Background: an optimization exercise with open tools, aiming at small area, a short achievable clock period and few clock cycles per item. Do not read the settings as production practice.
No run shown here included a check of the RTL's function; only the layout flow was run.
Power is estimated from default activity; no workload was simulated.

==> flow/design.v, too long to show whole: its modules and the start of the top module <==
// module mul_fa: 11 lines
// module mul_ha: 10 lines
// module dadda_mul: 1983 lines
module dadda_mul
(
    input  logic        clk,
    input  logic        rst_n,
    input  logic        in_valid,
    input  logic        mode,
    input  logic [15:0] a,
    input  logic [15:0] b,
    output logic        out_valid,
    output logic [15:0] hi,
    output logic [15:0] lo
);
  // ...
==> flow/run.sh <==
#!/bin/bash
# synth_recipe.tcl (not shown) runs the flow's synth.tcl, then flattens the netlist and writes it again
# the make line also repeats each setting of config.mk as NAME=value (left out here)
make -C /OpenROAD-flow-scripts/flow DESIGN_CONFIG=/design/flow/config.mk WORK_HOME=/design/flow/orfs CLKGATE_MAP_FILE= SYNTH_SCRIPT=/design/flow/synth_recipe.tcl finish
==> flow/config.mk <==
export PLATFORM = sky130hd
export DESIGN_NAME = dadda_mul
export DESIGN_NICKNAME = dadda_mul
export VERILOG_FILES = /design/flow/design.v
export SDC_FILE = /design/flow/constraint.sdc
export NUM_CORES = 4
export LEC_CHECK = 0
export ABC_AREA = 1
export CAP_MARGIN = 20
export CORE_MARGIN = 2
export CORE_UTILIZATION = 40
export CTS_CLUSTER_DIAMETER = 150
export CTS_CLUSTER_SIZE = 30
export SETUP_SLACK_MARGIN = 2.2
export SLEW_MARGIN = 20
export SYNTH_HIERARCHICAL = 1
export SYNTH_MINIMUM_KEEP_SIZE = 0
==> flow/constraint.sdc <==
create_clock -name core_clock -period 4.0 [get_ports {clk}]
set_input_delay 0.8000 -clock core_clock [delete_from_list [all_inputs] [get_ports {clk}]]
set_output_delay 0.8000 -clock core_clock [all_outputs]
set_load 0.01 [all_outputs]
==> results.json, run 1 <==
{
  "synth_edf_count": 0,
  "critPathKind": "flip-flop to primary output",
  "clk_path_buf_depth": 3,
  "grt_pass1_vias": 8441,
  "gp_congestion": 0.838,
  "muxShareOfSynthArea_pct": 0.557,
  "syn_area_per_cell_sq_um": 11.6,
  "io_pins": 69,
  "dieArea_sq_um": 36900,
  "worstReg2RegStart": "one44_q1$_DFF_P_",
  "clkbuf_count": 18,
  "start_kind": "flip-flop",
  "clock-root-buffer": "clkbuf_16",
  "ctsHoldBuffers": 0,
  "path_clk_slew_ns": 0.11,
  "netlist_top_cells_count": "358 x dfxtp_1, 149 x xor2_1, 128 x o22ai_1, 114 x nand2_1, 109 x fa_1",
  "rsz0062_at_grt": "yes",
  "pg_seq_uw": 5430,
  "yosysMostFrequentCell": "dfxtp_1",
  "clock-sinks": 363,
  "largest_cell_class": "registers",
  "setup_tns_ns": 0,
  "final_core_util_pct": 46.4,
  "buffers_excl_clock": 107,
  "synth_top_cell_by_area": "dfxtp_1",
  "worstSkewPairLatency_ns": 0.51,
  "synth_compound_area_share_pct": 7.21,
  "status": "timing/DRC/antenna clean",
  "power_switching_uw": 3490,
  "tapCellCount": 455,
  "cp-end-kind": "primary output",
  "route.detailed.drc": 0,
  "use_met3_pct": 1.97,
  "pre_cts_slack_ns": 1.76,
  "yosysWarnings": 7,
  "leakage_uw": 0.00709,
  "inv_count": 103,
  "path_cells": "buf_2",
  "grt_use_total_pct": 15.2,
  "initial_core_util_pct": 40.7,
  "final_cell_mix": "337 x dfxtp_1, 149 x xor2_1, 128 x o22ai_1",
  "drive_above_1_share_pct": 13.2,
  "viasPerCell": 4.75,
  "power-top-group": "registers"
}
==> run 2, diff against run 1 <==
--- a/flow/design.v
+++ b/flow/design.v
@@ -31,20 +31,18 @@
     input  logic        in_valid,
     input  logic        mode,
     input  logic [15:0] a,
     input  logic [15:0] b,
     output logic        out_valid,
     output logic [15:0] hi,
     output logic [15:0] lo
 );
-    logic [4:0] vld;
+    logic [5:0] vld;
     logic [31:0] prod;
-    logic mode_q1;
-    logic a_15_q1;
     logic ax1;
     logic bx2;
     logic one3;
     logic two4;
     logic one3_q1;
     logic a_0_q1;
     logic b_1_q1;
     logic pp5;
@@ -72,17 +70,19 @@
     logic a_11_q1;
     logic pp16;
     logic a_12_q1;
     logic pp17;
     logic a_13_q1;
     logic pp18;
     logic a_14_q1;
     logic pp19;
+    logic a_15_q1;
     logic pp20;
+    logic ax1_q1;
     logic pp21;
     logic pp22;
     logic ppn23;
     logic one24;
     logic two25;
     logic one24_q1;
     logic b_3_q1;
     logic pp26;
@@ -237,16 +237,17 @@
     logic pp156;
     logic pp157;
     logic pp158;
     logic pp159;
     logic pp160;
     logic pp161;
     logic pp162;
     logic pp163;
+    logic mode_q1;
     logic d8164;
     logic pp165;
     logic pp166;
     logic pp167;
     logic pp168;
     logic pp169;
     logic pp170;
     logic pp171;
@@ -494,18 +495,16 @@
     logic s323;
     logic c324;
     logic s325;
     logic c326;
     logic s327;
     logic c328;
     logic s329;
     logic c330;
-    logic pp9_q2;
-    logic pp28_q2;
     logic s331;
     logic c332;
     logic s333;
     logic c334;
     logic s247_q2;
     logic pp48_q2;
     logic pp66_q2;
     logic s335;
@@ -579,22 +578,24 @@
     logic c382;
     logic pp162_q2;
     logic s383;
     logic c384;
     logic s385;
     logic c386;
     logic s387;
     logic c388;
+    logic s331_q2;
     logic pp46_q2;
     logic b_5_q2;
     logic s389;
     logic c390;
     logic s333_q2;
     logic pp47_q2;
+    logic c332_q2;
     logic s391;
     logic c392;
     logic b_7_q2;
     logic c334_q2;
     logic s393;
     logic c394;
     logic c248_q2;
     logic s395;
@@ -707,25 +708,27 @@
     logic s441;
     logic c442;
     logic pp163_q2;
     logic pp180_q2;
     logic s443;
     logic c444;
     logic p445;
     logic g446;
+    logic s385_q2;
+    logic b_3_q2;
     logic p447;
     logic g448;
+    logic s387_q2;
+    logic c386_q2;
     logic p449;
     logic g450;
     logic c388_q2;
     logic p451;
     logic g452;
-    logic s391_q3;
-    logic c390_q3;
     logic p453;
     logic g454;
     logic s393_q3;
     logic c392_q3;
     logic p455;
     logic g456;
     logic s395_q3;
     logic c394_q3;
@@ -784,51 +787,51 @@
     logic s439_q3;
     logic c438_q3;
     logic p501;
     logic g502;
     logic s441_q3;
     logic c440_q3;
     logic p503;
     logic g504;
+    logic s443_q3;
+    logic c442_q3;
     logic p505;
     logic g506;
     logic pp6_q2;
     logic pp6_q3;
     logic pp6_q4;
     logic g446_q2;
     logic g446_q3;
     logic g446_q4;
     logic G507;
     logic p445_q2;
     logic p445_q3;
     logic p445_q4;
     logic P508;
-    logic g450_q2;
-    logic p449_q2;
-    logic g448_q2;
-    logic G509;
+    logic g450_q3;
+    logic g450_q4;
     logic p449_q3;
     logic p449_q4;
-    logic p447_q2;
+    logic g448_q3;
+    logic g448_q4;
+    logic G509;
     logic p447_q3;
     logic p447_q4;
     logic P510;
-    logic g454_q4;
-    logic p453_q4;
+    logic g454_q3;
+    logic p453_q3;
     logic g452_q3;
-    logic g452_q4;
     logic G511;
+    logic p453_q4;
     logic p451_q3;
     logic p451_q4;
     logic P512;
-    logic g458_q4;
-    logic p457_q4;
-    logic g456_q4;
     logic G513;
+    logic p457_q4;
     logic p455_q4;
     logic P514;
     logic g462_q4;
     logic p461_q4;
     logic g460_q4;
     logic G515;
     logic p459_q4;
     logic P516;
@@ -839,18 +842,20 @@
     logic p463_q4;
     logic P518;
     logic g470_q4;
     logic p469_q4;
     logic g468_q4;
     logic G519;
     logic p467_q4;
     logic P520;
-    logic G521;
+    logic g474_q4;
     logic p473_q4;
+    logic g472_q4;
+    logic G521;
     logic p471_q4;
     logic P522;
     logic g478_q4;
     logic p477_q4;
     logic g476_q4;
     logic G523;
     logic p475_q4;
     logic P524;
@@ -861,89 +866,90 @@
     logic p479_q4;
     logic P526;
     logic g486_q4;
     logic p485_q4;
     logic g484_q4;
     logic G527;
     logic p483_q4;
     logic P528;
-    logic G529;
+    logic g490_q4;
     logic p489_q4;
+    logic g488_q4;
+    logic G529;
     logic p487_q4;
     logic P530;
-    logic G531;
+    logic g494_q4;
     logic p493_q4;
+    logic g492_q4;
+    logic G531;
     logic p491_q4;
     logic P532;
     logic g498_q4;
     logic p497_q4;
     logic g496_q4;
     logic G533;
     logic p495_q4;
     logic P534;
-    logic g502_q4;
-    logic p501_q4;
-    logic g500_q4;
     logic G535;
+    logic p501_q4;
     logic p499_q4;
     logic P536;
-    logic g506_q3;
-    logic p505_q3;
     logic G537;
     logic p505_q4;
     logic p503_q4;
     logic P538;
-    logic g448_q3;
-    logic g448_q4;
+    logic g448_q5;
+    logic p447_q5;
+    logic G507_q5;
     logic G539;
     logic P540;
-    logic G509_q3;
-    logic G509_q4;
     logic G541;
     logic P542;
     logic G543;
     logic P544;
+    logic G513_q4;
+    logic G511_q4;
     logic G545;
     logic P546;
     logic G547;
     logic P548;
     logic G549;
     logic P550;
-    logic g472_q4;
     logic G551;
     logic P552;
-    logic G521_q4;
     logic G553;
     logic P554;
     logic G555;
     logic P556;
     logic G557;
     logic P558;
-    logic g488_q4;
     logic G559;
     logic P560;
-    logic G529_q4;
     logic G561;
     logic P562;
-    logic G531_q4;
     logic G563;
     logic P564;
     logic G565;
     logic P566;
-    logic g504_q4;
     logic G567;
     logic P568;
     logic G537_q4;
+    logic G535_q4;
     logic G569;
     logic P570;
+    logic g452_q4;
+    logic g452_q5;
+    logic p451_q5;
+    logic G541_q5;
     logic G571;
     logic P572;
     logic G573;
     logic P574;
+    logic G543_q4;
     logic G575;
     logic P576;
     logic G577;
     logic P578;
     logic G579;
     logic P580;
     logic G581;
     logic P582;
@@ -954,20 +960,22 @@
     logic G587;
     logic P588;
     logic G589;
     logic P590;
     logic G591;
     logic P592;
     logic G593;
     logic P594;
+    logic g500_q4;
     logic G595;
     logic P596;
     logic G597;
     logic P598;
+    logic G567_q4;
     logic G599;
     logic P600;
     logic G601;
     logic P602;
     logic G603;
     logic P604;
     logic G605;
     logic P606;
@@ -978,33 +986,35 @@
     logic G611;
     logic P612;
     logic G613;
     logic P614;
     logic G615;
     logic P616;
     logic G617;
     logic P618;
-    logic g492_q4;
     logic G619;
     logic P620;
     logic G621;
     logic P622;
     logic G623;
     logic P624;
     logic G625;
     logic P626;
     logic G627;
     logic P628;
     logic G629;
     logic P630;
     logic G631;
     logic P632;
     logic G633;
     logic P634;
+    logic g476_q5;
+    logic p475_q5;
+    logic G617_q5;
     logic G635;
     logic P636;
     logic G637;
     logic P638;
     logic G639;
     logic P640;
     logic G641;
     logic P642;
@@ -1027,49 +1037,103 @@
     logic G659;
     logic P660;
     logic G661;
     logic P662;
     logic G663;
     logic P664;
     logic G665;
     logic P666;
+    logic p445_q5;
     logic sum667;
+    logic pp6_q5;
+    logic g446_q5;
     logic sum668;
     logic sum669;
+    logic p449_q5;
     logic sum670;
     logic sum671;
+    logic p453_q5;
     logic sum672;
+    logic p455_q5;
+    logic G573_q5;
     logic sum673;
+    logic p457_q5;
+    logic G575_q5;
     logic sum674;
+    logic p459_q5;
+    logic G577_q5;
     logic sum675;
+    logic p461_q5;
+    logic G603_q5;
     logic sum676;
+    logic p463_q5;
+    logic G605_q5;
     logic sum677;
+    logic p465_q5;
+    logic G607_q5;
     logic sum678;
+    logic p467_q5;
+    logic G609_q5;
     logic sum679;
+    logic p469_q5;
+    logic G611_q5;
     logic sum680;
+    logic p471_q5;
+    logic G613_q5;
     logic sum681;
+    logic p473_q5;
+    logic G615_q5;
     logic sum682;
     logic sum683;
+    logic p477_q5;
     logic sum684;
+    logic p479_q5;
+    logic G637_q5;
     logic sum685;
+    logic p481_q5;
+    logic G639_q5;
     logic sum686;
+    logic p483_q5;
+    logic G641_q5;
     logic sum687;
+    logic p485_q5;
+    logic G643_q5;
     logic sum688;
+    logic p487_q5;
+    logic G645_q5;
     logic sum689;
+    logic p489_q5;
+    logic G647_q5;
     logic sum690;
+    logic p491_q5;
+    logic G649_q5;
     logic sum691;
+    logic p493_q5;
+    logic G651_q5;
     logic sum692;
+    logic p495_q5;
+    logic G653_q5;
     logic sum693;
+    logic p497_q5;
+    logic G655_q5;
     logic sum694;
+    logic p499_q5;
+    logic G657_q5;
     logic sum695;
+    logic p501_q5;
+    logic G659_q5;
     logic sum696;
+    logic p503_q5;
+    logic G661_q5;
     logic sum697;
+    logic p505_q5;
+    logic G663_q5;
     logic sum698;
-    assign ax1 = mode_q1 & a_15_q1;
+    assign ax1 = mode & a[15];
     assign bx2 = mode & b[15];
     assign one3 = b[0];
     assign two4 = b[1] & ~b[0];
     assign pp5 = ((one3_q1 & a_0_q1)) ^ b_1_q1;
     assign pp6 = ((one3_q1 & a_1_q1) | (two4_q1 & a_0_q1)) ^ b_1_q1;
     assign pp7 = ((one3_q1 & a_2_q1) | (two4_q1 & a_1_q1)) ^ b_1_q1;
     assign pp8 = ((one3_q1 & a_3_q1) | (two4_q1 & a_2_q1)) ^ b_1_q1;
     assign pp9 = ((one3_q1 & a_4_q1) | (two4_q1 & a_3_q1)) ^ b_1_q1;
@@ -1079,19 +1143,19 @@
     assign pp13 = ((one3_q1 & a_8_q1) | (two4_q1 & a_7_q1)) ^ b_1_q1;
     assign pp14 = ((one3_q1 & a_9_q1) | (two4_q1 & a_8_q1)) ^ b_1_q1;
     assign pp15 = ((one3_q1 & a_10_q1) | (two4_q1 & a_9_q1)) ^ b_1_q1;
     assign pp16 = ((one3_q1 & a_11_q1) | (two4_q1 & a_10_q1)) ^ b_1_q1;
     assign pp17 = ((one3_q1 & a_12_q1) | (two4_q1 & a_11_q1)) ^ b_1_q1;
     assign pp18 = ((one3_q1 & a_13_q1) | (two4_q1 & a_12_q1)) ^ b_1_q1;
     assign pp19 = ((one3_q1 & a_14_q1) | (two4_q1 & a_13_q1)) ^ b_1_q1;
     assign pp20 = ((one3_q1 & a_15_q1) | (two4_q1 & a_14_q1)) ^ b_1_q1;
-    assign pp21 = ((one3_q1 & ax1) | (two4_q1 & a_15_q1)) ^ b_1_q1;
-    assign pp22 = ((one3_q1 & ax1) | (two4_q1 & ax1)) ^ b_1_q1;
-    assign ppn23 = ~(((one3_q1 & ax1) | (two4_q1 & ax1)) ^ b_1_q1);
+    assign pp21 = ((one3_q1 & ax1_q1) | (two4_q1 & a_15_q1)) ^ b_1_q1;
+    assign pp22 = ((one3_q1 & ax1_q1) | (two4_q1 & ax1_q1)) ^ b_1_q1;
+    assign ppn23 = ~(((one3_q1 & ax1_q1) | (two4_q1 & ax1_q1)) ^ b_1_q1);
     assign one24 = b[2] ^ b[1];
     assign two25 = (b[3] & ~b[2] & ~b[1]) | (~b[3] & b[2] & b[1]);
     assign pp26 = ((one24_q1 & a_0_q1)) ^ b_3_q1;
     assign pp27 = ((one24_q1 & a_1_q1) | (two25_q1 & a_0_q1)) ^ b_3_q1;
     assign pp28 = ((one24_q1 & a_2_q1) | (two25_q1 & a_1_q1)) ^ b_3_q1;
     assign pp29 = ((one24_q1 & a_3_q1) | (two25_q1 & a_2_q1)) ^ b_3_q1;
     assign pp30 = ((one24_q1 & a_4_q1) | (two25_q1 & a_3_q1)) ^ b_3_q1;
     assign pp31 = ((one24_q1 & a_5_q1) | (two25_q1 & a_4_q1)) ^ b_3_q1;
@@ -1100,18 +1164,18 @@
     assign pp34 = ((one24_q1 & a_8_q1) | (two25_q1 & a_7_q1)) ^ b_3_q1;
     assign pp35 = ((one24_q1 & a_9_q1) | (two25_q1 & a_8_q1)) ^ b_3_q1;
     assign pp36 = ((one24_q1 & a_10_q1) | (two25_q1 & a_9_q1)) ^ b_3_q1;
     assign pp37 = ((one24_q1 & a_11_q1) | (two25_q1 & a_10_q1)) ^ b_3_q1;
     assign pp38 = ((one24_q1 & a_12_q1) | (two25_q1 & a_11_q1)) ^ b_3_q1;
     assign pp39 = ((one24_q1 & a_13_q1) | (two25_q1 & a_12_q1)) ^ b_3_q1;
     assign pp40 = ((one24_q1 & a_14_q1) | (two25_q1 & a_13_q1)) ^ b_3_q1;
     assign pp41 = ((one24_q1 & a_15_q1) | (two25_q1 & a_14_q1)) ^ b_3_q1;
-    assign pp42 = ((one24_q1 & ax1) | (two25_q1 & a_15_q1)) ^ b_3_q1;
-    assign pp43 = ~(((one24_q1 & ax1) | (two25_q1 & ax1)) ^ b_3_q1);
+    assign pp42 = ((one24_q1 & ax1_q1) | (two25_q1 & a_15_q1)) ^ b_3_q1;
+    assign pp43 = ~(((one24_q1 & ax1_q1) | (two25_q1 & ax1_q1)) ^ b_3_q1);
     assign one44 = b[4] ^ b[3];
     assign two45 = (b[5] & ~b[4] & ~b[3]) | (~b[5] & b[4] & b[3]);
     assign pp46 = ((one44_q1 & a_0_q1)) ^ b_5_q1;
     assign pp47 = ((one44_q1 & a_1_q1) | (two45_q1 & a_0_q1)) ^ b_5_q1;
     assign pp48 = ((one44_q1 & a_2_q1) | (two45_q1 & a_1_q1)) ^ b_5_q1;
     assign pp49 = ((one44_q1 & a_3_q1) | (two45_q1 & a_2_q1)) ^ b_5_q1;
     assign pp50 = ((one44_q1 & a_4_q1) | (two45_q1 & a_3_q1)) ^ b_5_q1;
     assign pp51 = ((one44_q1 & a_5_q1) | (two45_q1 & a_4_q1)) ^ b_5_q1;
@@ -1120,18 +1184,18 @@
     assign pp54 = ((one44_q1 & a_8_q1) | (two45_q1 & a_7_q1)) ^ b_5_q1;
     assign pp55 = ((one44_q1 & a_9_q1) | (two45_q1 & a_8_q1)) ^ b_5_q1;
     assign pp56 = ((one44_q1 & a_10_q1) | (two45_q1 & a_9_q1)) ^ b_5_q1;
     assign pp57 = ((one44_q1 & a_11_q1) | (two45_q1 & a_10_q1)) ^ b_5_q1;
     assign pp58 = ((one44_q1 & a_12_q1) | (two45_q1 & a_11_q1)) ^ b_5_q1;
     assign pp59 = ((one44_q1 & a_13_q1) | (two45_q1 & a_12_q1)) ^ b_5_q1;
     assign pp60 = ((one44_q1 & a_14_q1) | (two45_q1 & a_13_q1)) ^ b_5_q1;
     assign pp61 = ((one44_q1 & a_15_q1) | (two45_q1 & a_14_q1)) ^ b_5_q1;
-    assign pp62 = ((one44_q1 & ax1) | (two45_q1 & a_15_q1)) ^ b_5_q1;
-    assign pp63 = ~(((one44_q1 & ax1) | (two45_q1 & ax1)) ^ b_5_q1);
+    assign pp62 = ((one44_q1 & ax1_q1) | (two45_q1 & a_15_q1)) ^ b_5_q1;
+    assign pp63 = ~(((one44_q1 & ax1_q1) | (two45_q1 & ax1_q1)) ^ b_5_q1);
     assign one64 = b[6] ^ b[5];
     assign two65 = (b[7] & ~b[6] & ~b[5]) | (~b[7] & b[6] & b[5]);
     assign pp66 = ((one64_q1 & a_0_q1)) ^ b_7_q1;
     assign pp67 = ((one64_q1 & a_1_q1) | (two65_q1 & a_0_q1)) ^ b_7_q1;
     assign pp68 = ((one64_q1 & a_2_q1) | (two65_q1 & a_1_q1)) ^ b_7_q1;
     assign pp69 = ((one64_q1 & a_3_q1) | (two65_q1 & a_2_q1)) ^ b_7_q1;
     assign pp70 = ((one64_q1 & a_4_q1) | (two65_q1 & a_3_q1)) ^ b_7_q1;
     assign pp71 = ((one64_q1 & a_5_q1) | (two65_q1 & a_4_q1)) ^ b_7_q1;
@@ -1140,18 +1204,18 @@
     assign pp74 = ((one64_q1 & a_8_q1) | (two65_q1 & a_7_q1)) ^ b_7_q1;
     assign pp75 = ((one64_q1 & a_9_q1) | (two65_q1 & a_8_q1)) ^ b_7_q1;
     assign pp76 = ((one64_q1 & a_10_q1) | (two65_q1 & a_9_q1)) ^ b_7_q1;
     assign pp77 = ((one64_q1 & a_11_q1) | (two65_q1 & a_10_q1)) ^ b_7_q1;
     assign pp78 = ((one64_q1 & a_12_q1) | (two65_q1 & a_11_q1)) ^ b_7_q1;
     assign pp79 = ((one64_q1 & a_13_q1) | (two65_q1 & a_12_q1)) ^ b_7_q1;
     assign pp80 = ((one64_q1 & a_14_q1) | (two65_q1 & a_13_q1)) ^ b_7_q1;
     assign pp81 = ((one64_q1 & a_15_q1) | (two65_q1 & a_14_q1)) ^ b_7_q1;
-    assign pp82 = ((one64_q1 & ax1) | (two65_q1 & a_15_q1)) ^ b_7_q1;
-    assign pp83 = ~(((one64_q1 & ax1) | (two65_q1 & ax1)) ^ b_7_q1);
+    assign pp82 = ((one64_q1 & ax1_q1) | (two65_q1 & a_15_q1)) ^ b_7_q1;
+    assign pp83 = ~(((one64_q1 & ax1_q1) | (two65_q1 & ax1_q1)) ^ b_7_q1);
     assign one84 = b[8] ^ b[7];
     assign two85 = (b[9] & ~b[8] & ~b[7]) | (~b[9] & b[8] & b[7]);
     assign pp86 = ((one84_q1 & a_0_q1)) ^ b_9_q1;
     assign pp87 = ((one84_q1 & a_1_q1) | (two85_q1 & a_0_q1)) ^ b_9_q1;
     assign pp88 = ((one84_q1 & a_2_q1) | (two85_q1 & a_1_q1)) ^ b_9_q1;
     assign pp89 = ((one84_q1 & a_3_q1) | (two85_q1 & a_2_q1)) ^ b_9_q1;
     assign pp90 = ((one84_q1 & a_4_q1) | (two85_q1 & a_3_q1)) ^ b_9_q1;
     assign pp91 = ((one84_q1 & a_5_q1) | (two85_q1 & a_4_q1)) ^ b_9_q1;
@@ -1160,18 +1224,18 @@
     assign pp94 = ((one84_q1 & a_8_q1) | (two85_q1 & a_7_q1)) ^ b_9_q1;
     assign pp95 = ((one84_q1 & a_9_q1) | (two85_q1 & a_8_q1)) ^ b_9_q1;
     assign pp96 = ((one84_q1 & a_10_q1) | (two85_q1 & a_9_q1)) ^ b_9_q1;
     assign pp97 = ((one84_q1 & a_11_q1) | (two85_q1 & a_10_q1)) ^ b_9_q1;
     assign pp98 = ((one84_q1 & a_12_q1) | (two85_q1 & a_11_q1)) ^ b_9_q1;
     assign pp99 = ((one84_q1 & a_13_q1) | (two85_q1 & a_12_q1)) ^ b_9_q1;
     assign pp100 = ((one84_q1 & a_14_q1) | (two85_q1 & a_13_q1)) ^ b_9_q1;
     assign pp101 = ((one84_q1 & a_15_q1) | (two85_q1 & a_14_q1)) ^ b_9_q1;
-    assign pp102 = ((one84_q1 & ax1) | (two85_q1 & a_15_q1)) ^ b_9_q1;
-    assign pp103 = ~(((one84_q1 & ax1) | (two85_q1 & ax1)) ^ b_9_q1);
+    assign pp102 = ((one84_q1 & ax1_q1) | (two85_q1 & a_15_q1)) ^ b_9_q1;
+    assign pp103 = ~(((one84_q1 & ax1_q1) | (two85_q1 & ax1_q1)) ^ b_9_q1);
     assign one104 = b[10] ^ b[9];
     assign two105 = (b[11] & ~b[10] & ~b[9]) | (~b[11] & b[10] & b[9]);
     assign pp106 = ((one104_q1 & a_0_q1)) ^ b_11_q1;
     assign pp107 = ((one104_q1 & a_1_q1) | (two105_q1 & a_0_q1)) ^ b_11_q1;
     assign pp108 = ((one104_q1 & a_2_q1) | (two105_q1 & a_1_q1)) ^ b_11_q1;
     assign pp109 = ((one104_q1 & a_3_q1) | (two105_q1 & a_2_q1)) ^ b_11_q1;
     assign pp110 = ((one104_q1 & a_4_q1) | (two105_q1 & a_3_q1)) ^ b_11_q1;
     assign pp111 = ((one104_q1 & a_5_q1) | (two105_q1 & a_4_q1)) ^ b_11_q1;
@@ -1180,18 +1244,18 @@
     assign pp114 = ((one104_q1 & a_8_q1) | (two105_q1 & a_7_q1)) ^ b_11_q1;
     assign pp115 = ((one104_q1 & a_9_q1) | (two105_q1 & a_8_q1)) ^ b_11_q1;
     assign pp116 = ((one104_q1 & a_10_q1) | (two105_q1 & a_9_q1)) ^ b_11_q1;
     assign pp117 = ((one104_q1 & a_11_q1) | (two105_q1 & a_10_q1)) ^ b_11_q1;
     assign pp118 = ((one104_q1 & a_12_q1) | (two105_q1 & a_11_q1)) ^ b_11_q1;
     assign pp119 = ((one104_q1 & a_13_q1) | (two105_q1 & a_12_q1)) ^ b_11_q1;
     assign pp120 = ((one104_q1 & a_14_q1) | (two105_q1 & a_13_q1)) ^ b_11_q1;
     assign pp121 = ((one104_q1 & a_15_q1) | (two105_q1 & a_14_q1)) ^ b_11_q1;
-    assign pp122 = ((one104_q1 & ax1) | (two105_q1 & a_15_q1)) ^ b_11_q1;
-    assign pp123 = ~(((one104_q1 & ax1) | (two105_q1 & ax1)) ^ b_11_q1);
+    assign pp122 = ((one104_q1 & ax1_q1) | (two105_q1 & a_15_q1)) ^ b_11_q1;
+    assign pp123 = ~(((one104_q1 & ax1_q1) | (two105_q1 & ax1_q1)) ^ b_11_q1);
     assign one124 = b[12] ^ b[11];
     assign two125 = (b[13] & ~b[12] & ~b[11]) | (~b[13] & b[12] & b[11]);
     assign pp126 = ((one124_q1 & a_0_q1)) ^ b_13_q1;
     assign pp127 = ((one124_q1 & a_1_q1) | (two125_q1 & a_0_q1)) ^ b_13_q1;
     assign pp128 = ((one124_q1 & a_2_q1) | (two125_q1 & a_1_q1)) ^ b_13_q1;
     assign pp129 = ((one124_q1 & a_3_q1) | (two125_q1 & a_2_q1)) ^ b_13_q1;
     assign pp130 = ((one124_q1 & a_4_q1) | (two125_q1 & a_3_q1)) ^ b_13_q1;
     assign pp131 = ((one124_q1 & a_5_q1) | (two125_q1 & a_4_q1)) ^ b_13_q1;
@@ -1200,18 +1264,18 @@
     assign pp134 = ((one124_q1 & a_8_q1) | (two125_q1 & a_7_q1)) ^ b_13_q1;
     assign pp135 = ((one124_q1 & a_9_q1) | (two125_q1 & a_8_q1)) ^ b_13_q1;
     assign pp136 = ((one124_q1 & a_10_q1) | (two125_q1 & a_9_q1)) ^ b_13_q1;
     assign pp137 = ((one124_q1 & a_11_q1) | (two125_q1 & a_10_q1)) ^ b_13_q1;
     assign pp138 = ((one124_q1 & a_12_q1) | (two125_q1 & a_11_q1)) ^ b_13_q1;
     assign pp139 = ((one124_q1 & a_13_q1) | (two125_q1 & a_12_q1)) ^ b_13_q1;
     assign pp140 = ((one124_q1 & a_14_q1) | (two125_q1 & a_13_q1)) ^ b_13_q1;
     assign pp141 = ((one124_q1 & a_15_q1) | (two125_q1 & a_14_q1)) ^ b_13_q1;
-    assign pp142 = ((one124_q1 & ax1) | (two125_q1 & a_15_q1)) ^ b_13_q1;
-    assign pp143 = ~(((one124_q1 & ax1) | (two125_q1 & ax1)) ^ b_13_q1);
+    assign pp142 = ((one124_q1 & ax1_q1) | (two125_q1 & a_15_q1)) ^ b_13_q1;
+    assign pp143 = ~(((one124_q1 & ax1_q1) | (two125_q1 & ax1_q1)) ^ b_13_q1);
     assign one144 = b[14] ^ b[13];
     assign two145 = (b[15] & ~b[14] & ~b[13]) | (~b[15] & b[14] & b[13]);
     assign pp146 = ((one144_q1 & a_0_q1)) ^ b_15_q1;
     assign pp147 = ((one144_q1 & a_1_q1) | (two145_q1 & a_0_q1)) ^ b_15_q1;
     assign pp148 = ((one144_q1 & a_2_q1) | (two145_q1 & a_1_q1)) ^ b_15_q1;
     assign pp149 = ((one144_q1 & a_3_q1) | (two145_q1 & a_2_q1)) ^ b_15_q1;
     assign pp150 = ((one144_q1 & a_4_q1) | (two145_q1 & a_3_q1)) ^ b_15_q1;
     assign pp151 = ((one144_q1 & a_5_q1) | (two145_q1 & a_4_q1)) ^ b_15_q1;
@@ -1220,18 +1284,18 @@
     assign pp154 = ((one144_q1 & a_8_q1) | (two145_q1 & a_7_q1)) ^ b_15_q1;
     assign pp155 = ((one144_q1 & a_9_q1) | (two145_q1 & a_8_q1)) ^ b_15_q1;
     assign pp156 = ((one144_q1 & a_10_q1) | (two145_q1 & a_9_q1)) ^ b_15_q1;
     assign pp157 = ((one144_q1 & a_11_q1) | (two145_q1 & a_10_q1)) ^ b_15_q1;
     assign pp158 = ((one144_q1 & a_12_q1) | (two145_q1 & a_11_q1)) ^ b_15_q1;
     assign pp159 = ((one144_q1 & a_13_q1) | (two145_q1 & a_12_q1)) ^ b_15_q1;
     assign pp160 = ((one144_q1 & a_14_q1) | (two145_q1 & a_13_q1)) ^ b_15_q1;
     assign pp161 = ((one144_q1 & a_15_q1) | (two145_q1 & a_14_q1)) ^ b_15_q1;
-    assign pp162 = ((one144_q1 & ax1) | (two145_q1 & a_15_q1)) ^ b_15_q1;
-    assign pp163 = ~(((one144_q1 & ax1) | (two145_q1 & ax1)) ^ b_15_q1);
+    assign pp162 = ((one144_q1 & ax1_q1) | (two145_q1 & a_15_q1)) ^ b_15_q1;
+    assign pp163 = ~(((one144_q1 & ax1_q1) | (two145_q1 & ax1_q1)) ^ b_15_q1);
     assign d8164 = b_15_q1 & ~mode_q1;
     assign pp165 = d8164 & a_0_q1;
     assign pp166 = d8164 & a_1_q1;
     assign pp167 = d8164 & a_2_q1;
     assign pp168 = d8164 & a_3_q1;
     assign pp169 = d8164 & a_4_q1;
     assign pp170 = d8164 & a_5_q1;
     assign pp171 = d8164 & a_6_q1;
@@ -1317,17 +1381,17 @@
     mul_fa u_s317 (.a(pp156_q2), .b(pp173_q2), .ci(c244_q2), .s(s317), .co(c318));
     mul_fa u_s319 (.a(pp103), .b(pp121), .ci(pp139), .s(s319), .co(c320));
     mul_fa u_s321 (.a(pp157_q2), .b(pp174_q2), .ci(c246_q2), .s(s321), .co(c322));
     assign s323 = ~(pp122 ^ pp140);
     assign c324 = pp122 | pp140;
     mul_ha u_s325 (.a(pp158), .b(pp175), .s(s325), .co(c326));
     mul_fa u_s327 (.a(pp123), .b(pp141), .ci(pp159), .s(s327), .co(c328));
     mul_ha u_s329 (.a(1'b1), .b(pp142), .s(s329), .co(c330));
-    mul_ha u_s331 (.a(pp9_q2), .b(pp28_q2), .s(s331), .co(c332));
+    mul_ha u_s331 (.a(pp9), .b(pp28), .s(s331), .co(c332));
     mul_ha u_s333 (.a(pp10), .b(pp29), .s(s333), .co(c334));
     mul_fa u_s335 (.a(s247_q2), .b(pp48_q2), .ci(pp66_q2), .s(s335), .co(c336));
     mul_fa u_s337 (.a(s249_q2), .b(pp49_q2), .ci(pp67_q2), .s(s337), .co(c338));
     mul_fa u_s339 (.a(s251_q2), .b(s253_q2), .ci(b_9_q2), .s(s339), .co(c340));
     mul_fa u_s341 (.a(s255_q2), .b(s257_q2), .ci(c252_q2), .s(s341), .co(c342));
     mul_fa u_s343 (.a(s259), .b(s261_q2), .ci(c256_q2), .s(s343), .co(c344));
     mul_fa u_s345 (.a(s263), .b(s265), .ci(c260), .s(s345), .co(c346));
     mul_fa u_s347 (.a(s267), .b(s269), .ci(c264), .s(s347), .co(c348));
@@ -1346,18 +1410,18 @@
     mul_fa u_s373 (.a(s319_q2), .b(s321), .ci(c316), .s(s373), .co(c374));
     mul_fa u_s375 (.a(s323_q2), .b(s325_q2), .ci(c320_q2), .s(s375), .co(c376));
     mul_fa u_s377 (.a(s327_q2), .b(pp176_q2), .ci(c324_q2), .s(s377), .co(c378));
     mul_fa u_s379 (.a(s329_q2), .b(pp160_q2), .ci(pp177_q2), .s(s379), .co(c380));
     mul_fa u_s381 (.a(pp143), .b(pp161), .ci(pp178), .s(s381), .co(c382));
     mul_ha u_s383 (.a(1'b1), .b(pp162_q2), .s(s383), .co(c384));
     mul_ha u_s385 (.a(pp7), .b(pp26), .s(s385), .co(c386));
     mul_ha u_s387 (.a(pp8), .b(pp27), .s(s387), .co(c388));
-    mul_fa u_s389 (.a(s331), .b(pp46_q2), .ci(b_5_q2), .s(s389), .co(c390));
-    mul_fa u_s391 (.a(s333_q2), .b(pp47_q2), .ci(c332), .s(s391), .co(c392));
+    mul_fa u_s389 (.a(s331_q2), .b(pp46_q2), .ci(b_5_q2), .s(s389), .co(c390));
+    mul_fa u_s391 (.a(s333_q2), .b(pp47_q2), .ci(c332_q2), .s(s391), .co(c392));
     mul_fa u_s393 (.a(s335), .b(b_7_q2), .ci(c334_q2), .s(s393), .co(c394));
     mul_fa u_s395 (.a(s337), .b(c248_q2), .ci(c336), .s(s395), .co(c396));
     mul_fa u_s397 (.a(s339), .b(c250_q2), .ci(c338), .s(s397), .co(c398));
     mul_fa u_s399 (.a(s341), .b(c254_q2), .ci(c340), .s(s399), .co(c400));
     mul_fa u_s401 (.a(s343_q3), .b(c258_q3), .ci(c342_q3), .s(s401), .co(c402));
     mul_fa u_s403 (.a(s345_q3), .b(c262_q3), .ci(c344_q3), .s(s403), .co(c404));
     mul_fa u_s405 (.a(s347_q3), .b(c266_q3), .ci(c346_q3), .s(s405), .co(c406));
     mul_fa u_s407 (.a(s349_q3), .b(c270_q3), .ci(c348_q3), .s(s407), .co(c408));
@@ -1376,24 +1440,24 @@
     mul_fa u_s433 (.a(s375_q3), .b(c322_q3), .ci(c374_q3), .s(s433), .co(c434));
     mul_fa u_s435 (.a(s377), .b(c326_q2), .ci(c376), .s(s435), .co(c436));
     mul_fa u_s437 (.a(s379), .b(c328_q2), .ci(c378), .s(s437), .co(c438));
     mul_fa u_s439 (.a(s381_q2), .b(c330_q2), .ci(c380), .s(s439), .co(c440));
     mul_fa u_s441 (.a(s383), .b(pp179_q2), .ci(c382_q2), .s(s441), .co(c442));
     mul_fa u_s443 (.a(pp163_q2), .b(pp180_q2), .ci(c384), .s(s443), .co(c444));
     assign p445 = pp5 ^ b_1_q1;
     assign g446 = pp5 & b_1_q1;
-    assign p447 = s385 ^ b_3_q1;
-    assign g448 = s385 & b_3_q1;
-    assign p449 = s387 ^ c386;
-    assign g450 = s387 & c386;
+    assign p447 = s385_q2 ^ b_3_q2;
+    assign g448 = s385_q2 & b_3_q2;
+    assign p449 = s387_q2 ^ c386_q2;
+    assign g450 = s387_q2 & c386_q2;
     assign p451 = s389 ^ c388_q2;
     assign g452 = s389 & c388_q2;
-    assign p453 = s391_q3 ^ c390_q3;
-    assign g454 = s391_q3 & c390_q3;
+    assign p453 = s391 ^ c390;
+    assign g454 = s391 & c390;
     assign p455 = s393_q3 ^ c392_q3;
     assign g456 = s393_q3 & c392_q3;
     assign p457 = s395_q3 ^ c394_q3;
     assign g458 = s395_q3 & c394_q3;
     assign p459 = s397_q3 ^ c396_q3;
     assign g460 = s397_q3 & c396_q3;
     assign p461 = s399_q3 ^ c398_q3;
     assign g462 = s399_q3 & c398_q3;
@@ -1434,87 +1498,87 @@
     assign p497 = s435_q3 ^ c434;
     assign g498 = s435_q3 & c434;
     assign p499 = s437_q3 ^ c436_q3;
     assign g500 = s437_q3 & c436_q3;
     assign p501 = s439_q3 ^ c438_q3;
     assign g502 = s439_q3 & c438_q3;
     assign p503 = s441_q3 ^ c440_q3;
     assign g504 = s441_q3 & c440_q3;
-    assign p505 = s443 ^ c442;
-    assign g506 = s443 & c442;
+    assign p505 = s443_q3 ^ c442_q3;
+    assign g506 = s443_q3 & c442_q3;
     assign G507 = pp6_q4 & g446_q4;
     assign P508 = pp6_q4 & p445_q4;
-    assign G509 = g450_q2 | (p449_q2 & g448_q2);
+    assign G509 = g450_q4 | (p449_q4 & g448_q4);
     assign P510 = p449_q4 & p447_q4;
-    assign G511 = g454_q4 | (p453_q4 & g452_q4);
+    assign G511 = g454_q3 | (p453_q3 & g452_q3);
     assign P512 = p453_q4 & p451_q4;
-    assign G513 = g458_q4 | (p457_q4 & g456_q4);
+    assign G513 = g458 | (p457 & g456);
     assign P514 = p457_q4 & p455_q4;
     assign G515 = g462_q4 | (p461_q4 & g460_q4);
     assign P516 = p461_q4 & p459_q4;
     assign G517 = g466_q4 | (p465_q4 & g464_q4);
     assign P518 = p465_q4 & p463_q4;
     assign G519 = g470_q4 | (p469_q4 & g468_q4);
     assign P520 = p469_q4 & p467_q4;
-    assign G521 = g474 | (p473 & g472);
+    assign G521 = g474_q4 | (p473_q4 & g472_q4);
     assign P522 = p473_q4 & p471_q4;
     assign G523 = g478_q4 | (p477_q4 & g476_q4);
     assign P524 = p477_q4 & p475_q4;
     assign G525 = g482_q4 | (p481_q4 & g480_q4);
     assign P526 = p481_q4 & p479_q4;
     assign G527 = g486_q4 | (p485_q4 & g484_q4);
     assign P528 = p485_q4 & p483_q4;
-    assign G529 = g490 | (p489 & g488);
+    assign G529 = g490_q4 | (p489_q4 & g488_q4);
     assign P530 = p489_q4 & p487_q4;
-    assign G531 = g494 | (p493 & g492);
+    assign G531 = g494_q4 | (p493_q4 & g492_q4);
     assign P532 = p493_q4 & p491_q4;
     assign G533 = g498_q4 | (p497_q4 & g496_q4);
     assign P534 = p497_q4 & p495_q4;
-    assign G535 = g502_q4 | (p501_q4 & g500_q4);
+    assign G535 = g502 | (p501 & g500);
     assign P536 = p501_q4 & p499_q4;
-    assign G537 = g506_q3 | (p505_q3 & g504);
+    assign G537 = g506 | (p505 & g504);
     assign P538 = p505_q4 & p503_q4;
-    assign G539 = g448_q4 | (p447_q4 & G507);
+    assign G539 = g448_q5 | (p447_q5 & G507_q5);
     assign P540 = p447_q4 & P508;
-    assign G541 = G509_q4 | (P510 & G507);
+    assign G541 = G509 | (P510 & G507);
     assign P542 = P510 & P508;
-    assign G543 = g456_q4 | (p455_q4 & G511);
+    assign G543 = g456 | (p455 & G511);
     assign P544 = p455_q4 & P512;
-    assign G545 = G513 | (P514 & G511);
+    assign G545 = G513_q4 | (P514 & G511_q4);
     assign P546 = P514 & P512;
     assign G547 = g464_q4 | (p463_q4 & G515);
     assign P548 = p463_q4 & P516;
     assign G549 = G517 | (P518 & G515);
     assign P550 = P518 & P516;
     assign G551 = g472_q4 | (p471_q4 & G519);
     assign P552 = p471_q4 & P520;
-    assign G553 = G521_q4 | (P522 & G519);
+    assign G553 = G521 | (P522 & G519);
     assign P554 = P522 & P520;
     assign G555 = g480_q4 | (p479_q4 & G523);
     assign P556 = p479_q4 & P524;
     assign G557 = G525 | (P526 & G523);
     assign P558 = P526 & P524;
     assign G559 = g488_q4 | (p487_q4 & G527);
     assign P560 = p487_q4 & P528;
-    assign G561 = G529_q4 | (P530 & G527);
+    assign G561 = G529 | (P530 & G527);
     assign P562 = P530 & P528;
-    assign G563 = g496_q4 | (p495_q4 & G531_q4);
+    assign G563 = g496_q4 | (p495_q4 & G531);
     assign P564 = p495_q4 & P532;
-    assign G565 = G533 | (P534 & G531_q4);
+    assign G565 = G533 | (P534 & G531);
     assign P566 = P534 & P532;
-    assign G567 = g504_q4 | (p503_q4 & G535);
+    assign G567 = g504 | (p503 & G535);
     assign P568 = p503_q4 & P536;
-    assign G569 = G537_q4 | (P538 & G535);
+    assign G569 = G537_q4 | (P538 & G535_q4);
     assign P570 = P538 & P536;
-    assign G571 = g452_q4 | (p451_q4 & G541);
+    assign G571 = g452_q5 | (p451_q5 & G541_q5);
     assign P572 = p451_q4 & P542;
-    assign G573 = G511 | (P512 & G541);
+    assign G573 = G511_q4 | (P512 & G541);
     assign P574 = P512 & P542;
-    assign G575 = G543 | (P544 & G541);
+    assign G575 = G543_q4 | (P544 & G541);
     assign P576 = P544 & P542;
     assign G577 = G545 | (P546 & G541);
     assign P578 = P546 & P542;
     assign G579 = g468_q4 | (p467_q4 & G549);
     assign P580 = p467_q4 & P550;
     assign G581 = G519 | (P520 & G549);
     assign P582 = P520 & P550;
     assign G583 = G551 | (P552 & G549);
@@ -1526,19 +1590,19 @@
     assign G589 = G527 | (P528 & G557);
     assign P590 = P528 & P558;
     assign G591 = G559 | (P560 & G557);
     assign P592 = P560 & P558;
     assign G593 = G561 | (P562 & G557);
     assign P594 = P562 & P558;
     assign G595 = g500_q4 | (p499_q4 & G565);
     assign P596 = p499_q4 & P566;
-    assign G597 = G535 | (P536 & G565);
+    assign G597 = G535_q4 | (P536 & G565);
     assign P598 = P536 & P566;
-    assign G599 = G567 | (P568 & G565);
+    assign G599 = G567_q4 | (P568 & G565);
     assign P600 = P568 & P566;
     assign G601 = G569 | (P570 & G565);
     assign P602 = P570 & P566;
     assign G603 = g460_q4 | (p459_q4 & G577);
     assign P604 = p459_q4 & P578;
     assign G605 = G515 | (P516 & G577);
     assign P606 = P516 & P578;
     assign G607 = G547 | (P548 & G577);
@@ -1550,31 +1614,31 @@
     assign G613 = G581 | (P582 & G577);
     assign P614 = P582 & P578;
     assign G615 = G583 | (P584 & G577);
     assign P616 = P584 & P578;
     assign G617 = G585 | (P586 & G577);
     assign P618 = P586 & P578;
     assign G619 = g492_q4 | (p491_q4 & G593);
     assign P620 = p491_q4 & P594;
-    assign G621 = G531_q4 | (P532 & G593);
+    assign G621 = G531 | (P532 & G593);
     assign P622 = P532 & P594;
     assign G623 = G563 | (P564 & G593);
     assign P624 = P564 & P594;
     assign G625 = G565 | (P566 & G593);
     assign P626 = P566 & P594;
     assign G627 = G595 | (P596 & G593);
     assign P628 = P596 & P594;
     assign G629 = G597 | (P598 & G593);
     assign P630 = P598 & P594;
     assign G631 = G599 | (P600 & G593);
     assign P632 = P600 & P594;
     assign G633 = G601 | (P602 & G593);
     assign P634 = P602 & P594;
-    assign G635 = g476_q4 | (p475_q4 & G617);
+    assign G635 = g476_q5 | (p475_q5 & G617_q5);
     assign P636 = p475_q4 & P618;
     assign G637 = G523 | (P524 & G617);
     assign P638 = P524 & P618;
     assign G639 = G555 | (P556 & G617);
     assign P640 = P556 & P618;
     assign G641 = G557 | (P558 & G617);
     assign P642 = P558 & P618;
     assign G643 = G587 | (P588 & G617);
@@ -1596,59 +1660,57 @@
     assign G659 = G627 | (P628 & G617);
     assign P660 = P628 & P618;
     assign G661 = G629 | (P630 & G617);
     assign P662 = P630 & P618;
     assign G663 = G631 | (P632 & G617);
     assign P664 = P632 & P618;
     assign G665 = G633 | (P634 & G617);
     assign P666 = P634 & P618;
-    assign sum667 = p445_q4;
-    assign sum668 = pp6_q4 ^ g446_q4;
-    assign sum669 = p447_q4 ^ G507;
-    assign sum670 = p449_q4 ^ G539;
-    assign sum671 = p451_q4 ^ G541;
-    assign sum672 = p453_q4 ^ G571;
-    assign sum673 = p455_q4 ^ G573;
-    assign sum674 = p457_q4 ^ G575;
-    assign sum675 = p459_q4 ^ G577;
-    assign sum676 = p461_q4 ^ G603;
-    assign sum677 = p463_q4 ^ G605;
-    assign sum678 = p465_q4 ^ G607;
-    assign sum679 = p467_q4 ^ G609;
-    assign sum680 = p469_q4 ^ G611;
-    assign sum681 = p471_q4 ^ G613;
-    assign sum682 = p473_q4 ^ G615;
-    assign sum683 = p475_q4 ^ G617;
-    assign sum684 = p477_q4 ^ G635;
-    assign sum685 = p479_q4 ^ G637;
-    assign sum686 = p481_q4 ^ G639;
-    assign sum687 = p483_q4 ^ G641;
-    assign sum688 = p485_q4 ^ G643;
-    assign sum689 = p487_q4 ^ G645;
-    assign sum690 = p489_q4 ^ G647;
-    assign sum691 = p491_q4 ^ G649;
-    assign sum692 = p493_q4 ^ G651;
-    assign sum693 = p495_q4 ^ G653;
-    assign sum694 = p497_q4 ^ G655;
-    assign sum695 = p499_q4 ^ G657;
-    assign sum696 = p501_q4 ^ G659;
-    assign sum697 = p503_q4 ^ G661;
-    assign sum698 = p505_q4 ^ G663;
+    assign sum667 = p445_q5;
+    assign sum668 = pp6_q5 ^ g446_q5;
+    assign sum669 = p447_q5 ^ G507_q5;
+    assign sum670 = p449_q5 ^ G539;
+    assign sum671 = p451_q5 ^ G541_q5;
+    assign sum672 = p453_q5 ^ G571;
+    assign sum673 = p455_q5 ^ G573_q5;
+    assign sum674 = p457_q5 ^ G575_q5;
+    assign sum675 = p459_q5 ^ G577_q5;
+    assign sum676 = p461_q5 ^ G603_q5;
+    assign sum677 = p463_q5 ^ G605_q5;
+    assign sum678 = p465_q5 ^ G607_q5;
+    assign sum679 = p467_q5 ^ G609_q5;
+    assign sum680 = p469_q5 ^ G611_q5;
+    assign sum681 = p471_q5 ^ G613_q5;
+    assign sum682 = p473_q5 ^ G615_q5;
+    assign sum683 = p475_q5 ^ G617_q5;
+    assign sum684 = p477_q5 ^ G635;
+    assign sum685 = p479_q5 ^ G637_q5;
+    assign sum686 = p481_q5 ^ G639_q5;
+    assign sum687 = p483_q5 ^ G641_q5;
+    assign sum688 = p485_q5 ^ G643_q5;
+    assign sum689 = p487_q5 ^ G645_q5;
+    assign sum690 = p489_q5 ^ G647_q5;
+    assign sum691 = p491_q5 ^ G649_q5;
+    assign sum692 = p493_q5 ^ G651_q5;
+    assign sum693 = p495_q5 ^ G653_q5;
+    assign sum694 = p497_q5 ^ G655_q5;
+    assign sum695 = p499_q5 ^ G657_q5;
+    assign sum696 = p501_q5 ^ G659_q5;
+    assign sum697 = p503_q5 ^ G661_q5;
+    assign sum698 = p505_q5 ^ G663_q5;
     always_ff @(posedge clk or negedge rst_n)
     begin
         if (!rst_n)
             vld <= '0;
         else
-            vld <= {vld[3:0], in_valid};
+            vld <= {vld[4:0], in_valid};
     end
     always_ff @(posedge clk)
     begin
-        mode_q1 <= mode;
-        a_15_q1 <= a[15];
         one3_q1 <= one3;
         a_0_q1 <= a[0];
         b_1_q1 <= b[1];
         a_1_q1 <= a[1];
         two4_q1 <= two4;
         a_2_q1 <= a[2];
         a_3_q1 <= a[3];
         a_4_q1 <= a[4];
@@ -1657,16 +1719,18 @@
         a_7_q1 <= a[7];
         a_8_q1 <= a[8];
         a_9_q1 <= a[9];
         a_10_q1 <= a[10];
         a_11_q1 <= a[11];
         a_12_q1 <= a[12];
         a_13_q1 <= a[13];
         a_14_q1 <= a[14];
+        a_15_q1 <= a[15];
+        ax1_q1 <= ax1;
         one24_q1 <= one24;
         b_3_q1 <= b[3];
         two25_q1 <= two25;
         one44_q1 <= one44;
         b_5_q1 <= b[5];
         two45_q1 <= two45;
         one64_q1 <= one64;
         b_7_q1 <= b[7];
@@ -1678,16 +1742,17 @@
         b_11_q1 <= b[11];
         two105_q1 <= two105;
         one124_q1 <= one124;
         b_13_q1 <= b[13];
         two125_q1 <= two125;
         one144_q1 <= one144;
         b_15_q1 <= b[15];
         two145_q1 <= two145;
+        mode_q1 <= mode;
         s181_q2 <= s181;
         pp52_q2 <= pp52;
         pp70_q2 <= pp70;
         s183_q2 <= s183;
         pp53_q2 <= pp53;
         pp71_q2 <= pp71;
         pp89_q2 <= pp89;
         pp107_q2 <= pp107;
@@ -1768,18 +1833,16 @@
         pp120_q2 <= pp120;
         pp138_q2 <= pp138;
         pp156_q2 <= pp156;
         pp173_q2 <= pp173;
         c244_q2 <= c244;
         pp157_q2 <= pp157;
         pp174_q2 <= pp174;
         c246_q2 <= c246;
-        pp9_q2 <= pp9;
-        pp28_q2 <= pp28;
         s247_q2 <= s247;
         pp48_q2 <= pp48;
         pp66_q2 <= pp66;
         s249_q2 <= s249;
         pp49_q2 <= pp49;
         pp67_q2 <= pp67;
         s251_q2 <= s251;
         s253_q2 <= s253;
@@ -1795,20 +1858,22 @@
         c320_q2 <= c320;
         s327_q2 <= s327;
         pp176_q2 <= pp176;
         c324_q2 <= c324;
         s329_q2 <= s329;
         pp160_q2 <= pp160;
         pp177_q2 <= pp177;
         pp162_q2 <= pp162;
+        s331_q2 <= s331;
         pp46_q2 <= pp46;
         b_5_q2 <= b_5_q1;
         s333_q2 <= s333;
         pp47_q2 <= pp47;
+        c332_q2 <= c332;
         b_7_q2 <= b_7_q1;
         c334_q2 <= c334;
         c248_q2 <= c248;
         c250_q2 <= c250;
         c254_q2 <= c254;
         s343_q3 <= s343;
         c258_q2 <= c258;
         c258_q3 <= c258_q2;
@@ -1865,116 +1930,179 @@
         c326_q2 <= c326;
         c328_q2 <= c328;
         s381_q2 <= s381;
         c330_q2 <= c330;
         pp179_q2 <= pp179;
         c382_q2 <= c382;
         pp163_q2 <= pp163;
         pp180_q2 <= pp180;
+        s385_q2 <= s385;
+        b_3_q2 <= b_3_q1;
+        s387_q2 <= s387;
+        c386_q2 <= c386;
         c388_q2 <= c388;
-        s391_q3 <= s391;
-        c390_q3 <= c390;
         s393_q3 <= s393;
         c392_q3 <= c392;
         s395_q3 <= s395;
         c394_q3 <= c394;
         s397_q3 <= s397;
         c396_q3 <= c396;
         s399_q3 <= s399;
         c398_q3 <= c398;
         c400_q3 <= c400;
         s435_q3 <= s435;
         s437_q3 <= s437;
         c436_q3 <= c436;
         s439_q3 <= s439;
         c438_q3 <= c438;
         s441_q3 <= s441;
         c440_q3 <= c440;
+        s443_q3 <= s443;
+        c442_q3 <= c442;
         pp6_q2 <= pp6;
         pp6_q3 <= pp6_q2;
         pp6_q4 <= pp6_q3;
         g446_q2 <= g446;
         g446_q3 <= g446_q2;
         g446_q4 <= g446_q3;
         p445_q2 <= p445;
         p445_q3 <= p445_q2;
         p445_q4 <= p445_q3;
-        g450_q2 <= g450;
-        p449_q2 <= p449;
-        g448_q2 <= g448;
-        p449_q3 <= p449_q2;
+        g450_q3 <= g450;
+        g450_q4 <= g450_q3;
+        p449_q3 <= p449;
         p449_q4 <= p449_q3;
-        p447_q2 <= p447;
-        p447_q3 <= p447_q2;
+        g448_q3 <= g448;
+        g448_q4 <= g448_q3;
+        p447_q3 <= p447;
         p447_q4 <= p447_q3;
-        g454_q4 <= g454;
-        p453_q4 <= p453;
+        g454_q3 <= g454;
+        p453_q3 <= p453;
         g452_q3 <= g452;
-        g452_q4 <= g452_q3;
+        p453_q4 <= p453_q3;
         p451_q3 <= p451;
         p451_q4 <= p451_q3;
-        g458_q4 <= g458;
         p457_q4 <= p457;
-        g456_q4 <= g456;
         p455_q4 <= p455;
         g462_q4 <= g462;
         p461_q4 <= p461;
         g460_q4 <= g460;
         p459_q4 <= p459;
         g466_q4 <= g466;
         p465_q4 <= p465;
         g464_q4 <= g464;
         p463_q4 <= p463;
         g470_q4 <= g470;
         p469_q4 <= p469;
         g468_q4 <= g468;
         p467_q4 <= p467;
+        g474_q4 <= g474;
         p473_q4 <= p473;
+        g472_q4 <= g472;
         p471_q4 <= p471;
         g478_q4 <= g478;
         p477_q4 <= p477;
         g476_q4 <= g476;
         p475_q4 <= p475;
         g482_q4 <= g482;
         p481_q4 <= p481;
         g480_q4 <= g480;
         p479_q4 <= p479;
         g486_q4 <= g486;
         p485_q4 <= p485;
         g484_q4 <= g484;
         p483_q4 <= p483;
+        g490_q4 <= g490;
         p489_q4 <= p489;
+        g488_q4 <= g488;
         p487_q4 <= p487;
+        g494_q4 <= g494;
         p493_q4 <= p493;
+        g492_q4 <= g492;
         p491_q4 <= p491;
         g498_q4 <= g498;
         p497_q4 <= p497;
         g496_q4 <= g496;
         p495_q4 <= p495;
-        g502_q4 <= g502;
         p501_q4 <= p501;
-        g500_q4 <= g500;
         p499_q4 <= p499;
-        g506_q3 <= g506;
-        p505_q3 <= p505;
-        p505_q4 <= p505_q3;
+        p505_q4 <= p505;
         p503_q4 <= p503;
-        g448_q3 <= g448_q2;
-        g448_q4 <= g448_q3;
-        G509_q3 <= G509;
-        G509_q4 <= G509_q3;
-        g472_q4 <= g472;
-        G521_q4 <= G521;
-        g488_q4 <= g488;
-        G529_q4 <= G529;
-        G531_q4 <= G531;
-        g504_q4 <= g504;
+        g448_q5 <= g448_q4;
+        p447_q5 <= p447_q4;
+        G507_q5 <= G507;
+        G513_q4 <= G513;
+        G511_q4 <= G511;
         G537_q4 <= G537;
-        g492_q4 <= g492;
+        G535_q4 <= G535;
+        g452_q4 <= g452_q3;
+        g452_q5 <= g452_q4;
+        p451_q5 <= p451_q4;
+        G541_q5 <= G541;
+        G543_q4 <= G543;
+        g500_q4 <= g500;
+        G567_q4 <= G567;
+        g476_q5 <= g476_q4;
+        p475_q5 <= p475_q4;
+        G617_q5 <= G617;
+        p445_q5 <= p445_q4;
+        pp6_q5 <= pp6_q4;
+        g446_q5 <= g446_q4;
+        p449_q5 <= p449_q4;
+        p453_q5 <= p453_q4;
+        p455_q5 <= p455_q4;
+        G573_q5 <= G573;
+        p457_q5 <= p457_q4;
+        G575_q5 <= G575;
+        p459_q5 <= p459_q4;
+        G577_q5 <= G577;
+        p461_q5 <= p461_q4;
+        G603_q5 <= G603;
+        p463_q5 <= p463_q4;
+        G605_q5 <= G605;
+        p465_q5 <= p465_q4;
+        G607_q5 <= G607;
+        p467_q5 <= p467_q4;
+        G609_q5 <= G609;
+        p469_q5 <= p469_q4;
+        G611_q5 <= G611;
+        p471_q5 <= p471_q4;
+        G613_q5 <= G613;
+        p473_q5 <= p473_q4;
+        G615_q5 <= G615;
+        p477_q5 <= p477_q4;
+        p479_q5 <= p479_q4;
+        G637_q5 <= G637;
+        p481_q5 <= p481_q4;
+        G639_q5 <= G639;
+        p483_q5 <= p483_q4;
+        G641_q5 <= G641;
+        p485_q5 <= p485_q4;
+        G643_q5 <= G643;
+        p487_q5 <= p487_q4;
+        G645_q5 <= G645;
+        p489_q5 <= p489_q4;
+        G647_q5 <= G647;
+        p491_q5 <= p491_q4;
+        G649_q5 <= G649;
+        p493_q5 <= p493_q4;
+        G651_q5 <= G651;
+        p495_q5 <= p495_q4;
+        G653_q5 <= G653;
+        p497_q5 <= p497_q4;
+        G655_q5 <= G655;
+        p499_q5 <= p499_q4;
+        G657_q5 <= G657;
+        p501_q5 <= p501_q4;
+        G659_q5 <= G659;
+        p503_q5 <= p503_q4;
+        G661_q5 <= G661;
+        p505_q5 <= p505_q4;
+        G663_q5 <= G663;
         prod[0] <= sum667;
         prod[1] <= sum668;
         prod[2] <= sum669;
         prod[3] <= sum670;
         prod[4] <= sum671;
         prod[5] <= sum672;
         prod[6] <= sum673;
         prod[7] <= sum674;
@@ -1998,12 +2126,12 @@
         prod[25] <= sum692;
         prod[26] <= sum693;
         prod[27] <= sum694;
         prod[28] <= sum695;
         prod[29] <= sum696;
         prod[30] <= sum697;
         prod[31] <= sum698;
     end
-    assign out_valid = vld[4];
+    assign out_valid = vld[5];
     assign hi = prod[31:16];
     assign lo = prod[15:0];
 endmodule
==> flow/config.mk (replaced) <==
export PLATFORM = sky130hd
export DESIGN_NAME = dadda_mul
export DESIGN_NICKNAME = dadda_mul
export VERILOG_FILES = /design/flow/design.v
export SDC_FILE = /design/flow/constraint.sdc
export NUM_CORES = 4
export LEC_CHECK = 0
export ABC_AREA = 1
export CAP_MARGIN = 20
export CORE_MARGIN = 2
export CORE_UTILIZATION = 40
export SETUP_SLACK_MARGIN = 2.4
export SLEW_MARGIN = 20
export SYNTH_HIERARCHICAL = 1
export SYNTH_MINIMUM_KEEP_SIZE = 0
==> run 2 against run 1 <==
Net effect:
- still clean
- fmax fell by 2.0%
- non-clock buffer count up 48
- synthesized cell count rose by 2.9%
- critical path type unchanged
- highest routed layer unchanged
==> results.json, run 2 <==
{
  "synth_ff_type": "dfxtp_1",
  "worstSkewPairLatency_ns": 0.55,
  "clock-sinks": 429,
  "yosysMostFrequentCell": "dfxtp_1",
  "grt_pass1_wl_microns": 50600,
  "finalPower_uw": 13700,
  "routed_wl_microns": 33100,
  "rsz0062_at_grt": "yes",
  "final_cell_mix": "382 x dfxtp_1, 133 x xor2_1, 105 x fa_1",
  "fin_crit_ns": 1.84,
  "first_iter_violations": 601,
  "ys_seq_area_share_pct": 55.8,
  "ys_ff_latch": 429,
  "largest_reg_flops": 32,
  "initial_core_util_pct": 40.8,
  "drv_slew": 0,
  "synth_top_family_by_area": "adder cells",
  "synthXorXnorAreaFrac_pct": 9.76,
  "io_pins": 69,
  "clk_path_buf_depth": 3,
  "powerDensity_nw_per_um2": 690,
  "min_path_type": "flip-flop to flip-flop",
  "yosysTopAreaCellShare_pct": 54.9,
  "h-tree-depth": 2,
  "tightest_slew_ns": 0.522,
  "gp_congestion": 0.841,
  "synth_top_cell_by_area": "dfxtp_1",
  "postRouteAntennaNets": 0,
  "netlist_top_cells_count": "423 x dfxtp_1, 168 x xor2_1, 128 x o22ai_1, 109 x fa_1, 97 x nand2_1",
  "core-area_sq_um": 37800,
  "async_flop_share_pct": 1.40,
  "final_core_util_pct": 52.3,
  "setup_ws_ns": 2.16,
  "layout_commonest_cell": "dfxtp_1",
  "registers.top_by_ff_count": "prod",
  "setup_viol": 0,
  "crit_required_ns": 3.20,
  "antennaDiodeCount": 0,
  "peakVddDrop_v": 0.000340,
  "fmax_mhz": 543,
  "synth_compound_area_share_pct": 6.67,
  "die_w_microns": 200,
  "critical-path-max-stage-delay_ns": 0.36,
  "synth-simple-area-share_pct": 4.47,
  "arrival_ns": 1.04,
  "grt_use_total_pct": 15.9,
  "vias": 9360,
  "drt_pass1_iterations": 5,
  "final-hold-violation-count": 0,
  "wire_per_inst_microns": 16.9,
  "viasPerCell": 4.76,
  "period_share_pct": 46.0,
  "cpMaxStageDelayCell": "dfrtp_1",
  "muxShareOfSynthArea_pct": 0.511,
  "finClkSkew_ns": 0.0145,
  "drive_above_1_share_pct": 28.1,
  "largest_registers": "prod x32, vld x6",
  "clock-root-buffer": "clkbuf_16",
  "dieArea_sq_um": 40200,
  "port_buffers": 68,
  "hpwl_microns": 20400,
  "syn_inst": 1259,
  "path_max_fanout": 1,
  "rows": 71,
  "route.detailed.drc": 0,
  "setup_tns_ns": 0,
  "numCtsBuffers": 44,
  "syn_area_per_cell_sq_um": 12.3,
  "synth_fa_ha_area_share_pct": 18.6,
  "grt_pass1_vias": 9651,
  "relSlewSlack_pct": 65.1,
  "critPathKind": "flip-flop to primary output",
  "synth_edf_count": 0,
  "cp-end-kind": "primary output",
  "cts_tree": "done",
  "syn2layout_area_growth_pct": 28.3,
  "start_kind": "flip-flop",
  "final_nets": 1624,
  "antenna_found_initial": 1,
  "synthDistinctLibCells": 30,
  "synth_area_sq_um": 15400,
  "path_cells": "buf_2",
  "grt_max_degree": 20,
  "final_cells": 1965,
  "die_height_microns": 200,
  "dp_cells": 1792,
  "yosysWarnings": 7,
  "path_delay_family": "flip-flops",
  "path_clk_slew_ns": 0.06,
  "maxCapViolCount": 0,
  "worst-path-buf-inv": 1,
  "grt_overflow": 0,
  "status": "timing/DRC/antenna clean",
  "leakage_uw": 0.00849,
  "pre_cts_slack_ns": 1.82,
  "yosys-top-cells-area": "dfxtp_1 55%, fa_1 14%, xor2_1 9.5%, o22ai_1 5.2%, ha_1 4.5%"
}
[run 2: cell count changes after synthesis, moves of 3 or more]
cell	before	now
nand3_1	21	8
dfxtp_1	358	423
clkbuf_1	29	0
inv_1	85	76
buf_6	0	3
xor2_1	149	168
nand2_1	114	97
buf_2	18	47
nand2_2	10	6
[run 2: where the power goes]
part / internal [uW] / switching, uW / total, uW
clock: 2270 / 1610 / 3880
sequential: 5800 / 729 / 6530
combinational: 1550 / 1700 / 3250
total: 9620 / 4040 / 13700
[run 2: metrics by stage]
stage               cell area (sq um)  hold slack [ns]
floorplan                       15400            0.310
global placement                16500            0.313
detailed placement              16500            0.312
CTS                             18600            0.326
global route                    19800            0.330
finish                          19800            0.324
[run 2: metal layers]
metal	global-route usage [%]	part of all wire [%]
met5	0	0
met4	6.38	3.0
met3	3.36	7.4
met2	25.1	46
met1	21.4	43
[run 2: layout make-up]
cell class,count,area [sq um]
fill,3211,18000
tap,511,639
sequential,429,8720
clock buffer,59,1260
clock inverter,17,128
timing repair buffer,155,1450
timing repair inverter,13,87.6
multi-input combinational,684,7030
inverter,97,498
[run 2: logic make-up after synthesis]
kind of cell,count (synthesis)
compound gates,168
xor+xnor,172
fa+ha+maj,164
buf+inv,148
flops,429
mux,7
other cells,1
simple gates,170
[run 2: per-module statistics from Yosys, one instance, submodules excluded]
module,cell area (sq um),flip-flops and latches,cells,copies in the design
mul_ha,12.5,0,1,20
mul_fa,20.0,0,1,109
dadda_mul,13000,429,1130,1
[run 2: final timing paths]
check | cells past startpoint | slack (ns) | from | endpoint
max | 1 | 2.16 | vld[5]$_DFF_PN0_ | out_valid
min | 0 | 0.32 | g452_q4$_DFF_P_ | g452_q5$_DFF_P_
max reg2reg | 5 | 2.26 | one104_q1$_DFF_P_ | s319_q2$_DFF_P_
min reg2reg | 0 | 0.32 | g452_q4$_DFF_P_ | g452_q5$_DFF_P_
max in group asynchronous | 1 | 3.31 | rst_n | vld[4]$_DFF_PN0_
min in group asynchronous | 1 | 0.48 | rst_n | vld[2]$_DFF_PN0_
[run 2: timing repair]
| action | 4_1_cts | 5_1_grt |
|---|---|---|
| hold buffers | 0 | 0 |
| setup buffers | 53 | 29 |
| cloned | 9 | 6 |
| resized for setup | 251 | 160 |
| endpoints found under the setup margin | 128 | 91 |
| endpoints found under the hold margin | 0 | 0 |
| pin swaps | 7 | 46 |

static timing again, ports no longer ideal:
In the flow no input, the clock included, has a driving cell. The finished layouts below were timed again as built, in two steps.
Step 1 sets driving cells, clkbuf_16 on the clock port and buf_2 on the other inputs (assumed; they add their load-dependent delay and slew).
Step 2 moves the port delays by t, midway between the first and last clock arrival at a register: inputs arrive t later, outputs are due t later. That takes back most of the time a late clock gives input paths.
a / b / c = ideal / step 1 / step 2; a / b = the first two.
| run | t, ns | setup WS [ns] | hold slack, ns | worst setup path at the end | slew at the worst register clock pin (ns) |
|---|---|---|---|---|---|
| run 1 | 0.542 | 2.196 / 2.149 / 2.171 | 0.303 / 0.303 / 0.303 | input to register | 0.12 / 0.12 |
| run 2 | 0.595 | 2.160 / 2.110 / 2.150 | 0.324 / 0.324 / 0.324 | input to register | 0.06 / 0.06 |
After both steps every run listed still meets setup and hold. For run 1, which loses most, drivers alone change the setup slack by -0.047 ns; drivers and shift together by -0.025 ns.
